Background: an optimization exercise with open tools, aiming at a short achievable clock period and few clock cycles. Do not read the settings as production practice. Function was checked by simulation only, so behaviour that the tests miss may differ from the original. No activity file was given, so power comes from the tool's default toggle rates.

## v12
// core_top
module core_top
(
    input  wire                 CLK,
    input  wire                 rst_n,
    input  wire                 mem_req_ready,
    input  wire core_pkg::mem_rsp_t       mem_rsp,
    input  wire                 mem_rsp_valid,
    input  wire                 out_ready,
    output core_pkg::mem_req_t            mem_req,
    output logic                mem_req_valid,
    output logic [32-1:0]  out_data,
    output logic                out_valid,
    output logic                halted
);
Settings: LEC_CHECK=0, ABC_CLOCK_PERIOD_IN_PS=4000, CAP_MARGIN=20, CORE_MARGIN=2, CORE_UTILIZATION=50, SLEW_MARGIN=20, TNS_END_PERCENT=100; clock period 15.0 ns.
standard.sh (not shown) runs the stock make flow with config.mk's settings and CLKGATE_MAP_FILE= SYNTH_SCRIPT=/design/flow/synth_recipe.tcl, a recipe that flattens the netlist after the stock synthesis.
==> flow/flow/run.sh <==
#!/bin/bash
# Own flow: the standard layout (standard.sh), run with a larger setup
# slack margin for ORFS's repair_timing so that the resizer keeps working on
# paths well below the design's clock period. The SDC, the synthesis and
# every other step are the standard ones.
set -euo pipefail
MARGIN=${MARGIN:-11}
sed -e "s/CLKGATE_MAP_FILE= /CLKGATE_MAP_FILE= SETUP_SLACK_MARGIN=${MARGIN} /" standard.sh > standard_margin.sh
grep -q "SETUP_SLACK_MARGIN=${MARGIN}" standard_margin.sh
bash standard_margin.sh > flow_make.log 2>&1
Finished, but not clean: v12, with max-capacitance violations, max-slew violations.
Testbench counts of v12, summed over its fixed seeds: cycles 76,069.
The following lists how v29 was set up differently from v12:
--- a/flow/design.v
+++ b/flow/design.v
@@ -640,21 +640,21 @@
         .op_sub(ec[C_SUB]), .op_neg(ec[C_NEG]),
         .sel_sum(ec[C_SUM]), .sel_a(ec[C_A]), .sel_not(ec[C_NOT]),
         .sel_and(ec[C_AND]), .sel_or(ec[C_OR]), .sel_xor(ec[C_XOR]),
         .sel_sar(ec[C_SAR]), .sel_rol(ec[C_ROL]),
         .result(alu_res)
     );
     mul_rows u_mrows (.a(m2_a), .b(m2_b), .rows(mt_r));
     mul_sum  u_msum  (.rows(m3_r), .p(mul_res));
-    assign e_wen = e_can && (wr_alu || e_imm);
+    assign e_wen = e_fire && (wr_alu || e_imm);
     assign e_wd  = e_imm ? {4{w[7:0]}} : alu_res;
     logic         ew_v;
     logic [3:0]   ew_be;
-    assign ew_v  = e_wen || (e_can && e_mul);
+    assign ew_v  = e_wen || (e_fire && e_mul);
     assign ew_be = e_mul ? 4'hf : ec[C_BE +: 4];
     function automatic logic [1:0] ld_mask(input logic [1:0] bm, input logic [2:0] dst, input logic hi);
         ld_mask = bm;
         if (ew_v && dst == fd) begin
             ld_mask = bm & ~(hi ? ew_be[3:2] : ew_be[1:0]);
         end
     endfunction
     logic [7:0]   busy_n;
@@ -957,17 +957,17 @@
     always_ff @(posedge CLK or negedge rst_n) begin
         if (!rst_n) begin
             m2_v      <= 1'b0;
             m3_v      <= 1'b0;
             out_valid <= 1'b0;
             osk_v     <= 1'b0;
             halted    <= 1'b0;
         end else begin
-            m2_v <= e_can && e_mul;
+            m2_v <= e_fire && e_mul;
             m3_v <= m2_v;
             if (halt_now) begin
                 halted <= 1'b1;
             end
             if (halted || halt_now) begin
                 out_valid <= 1'b0;
                 osk_v     <= 1'b0;
             end else if (!o_free) begin
@@ -978,17 +978,17 @@
                 out_valid <= 1'b1;
                 osk_v     <= e_ofire;
             end else begin
                 out_valid <= e_ofire;
             end
         end
     end
     always_ff @(posedge CLK) begin
-        if (e_can && e_mul) begin
+        if (e_fire && e_mul) begin
             m2_a  <= ra;
             m2_b  <= rb;
             m2_sd <= sd;
         end
         if (m2_v) begin
             m3_r  <= mt_r;
             m3_sd <= m2_sd;
             m3_be <= m3_be_n;
### Flow results
v29 ended with every stage complete and zero timing, DRC or antenna violations.
Share of power burned in combinational logic: v29 vs v12 down 5.1 points
The count of cell types in the netlist of v29 exceeds that of v12 by 5.
Per the comparison of v29 with v12, clock latency of the later-clocked register in the worst-skew pair stayed essentially flat; routed wire length has decreased.
[compare] base=v12 new=v29: final period demand of the worst path went down 6.9 ps, portion of netlist area occupied by mux cells went up 1.1 points.
Changes observed in v29 relative to v12: routed wire length on met3 picked up an extra 3.2%; total power decreased 0.0013 W; sequential share of layout area now larger; count of non-filler cells in the finished layout lost 3.7%; global-route usage lower.
sky130_fd_sc_hd__nand4_1 as the cell at the slowest stage of the critical path was reported by v29, and sky130_fd_sc_hd__or4_4 by v12.
The clock share of power in v29 was higher than what v12 gave.
Testbench counts of v29, summed over its fixed seeds: cycles 76,069.

==> separate check: timing with driven ports <==
Ports are ideal in the flow. The routed layouts listed here were re-timed in OpenROAD. Step 1 (the two cells are an assumption about what drives the block):
set clk [get_ports {CLK}]
set_driving_cell -lib_cell sky130_fd_sc_hd__clkbuf_16 $clk
set_driving_cell -lib_cell sky130_fd_sc_hd__buf_2 [delete_from_list [all_inputs] $clk]
Step 2 adds t to the input delays and takes it off the output delays; t is the mean of the earliest and latest rising clock arrival at the registers after step 1. Input paths then give back, and output paths get back, about the clock's delay inside the block. Three values: no drivers, after step 1, after step 2; two values: the first two.
run	t (ns)	setup slack, ns	worst setup path at the end	latest minus earliest clock arrival (ns)	slew at the worst register clock pin (ns)
v12	0.920	10.463 / 10.446 / 9.805	input to register	0.067 / 0.068	0.07 / 0.07
v29	0.924	10.470 / 10.442 / 9.630	input to register	0.058 / 0.058	0.07 / 0.07
For v29, which loses most, drivers alone change the setup slack by -0.028 ns; drivers and shift together by -0.840 ns.
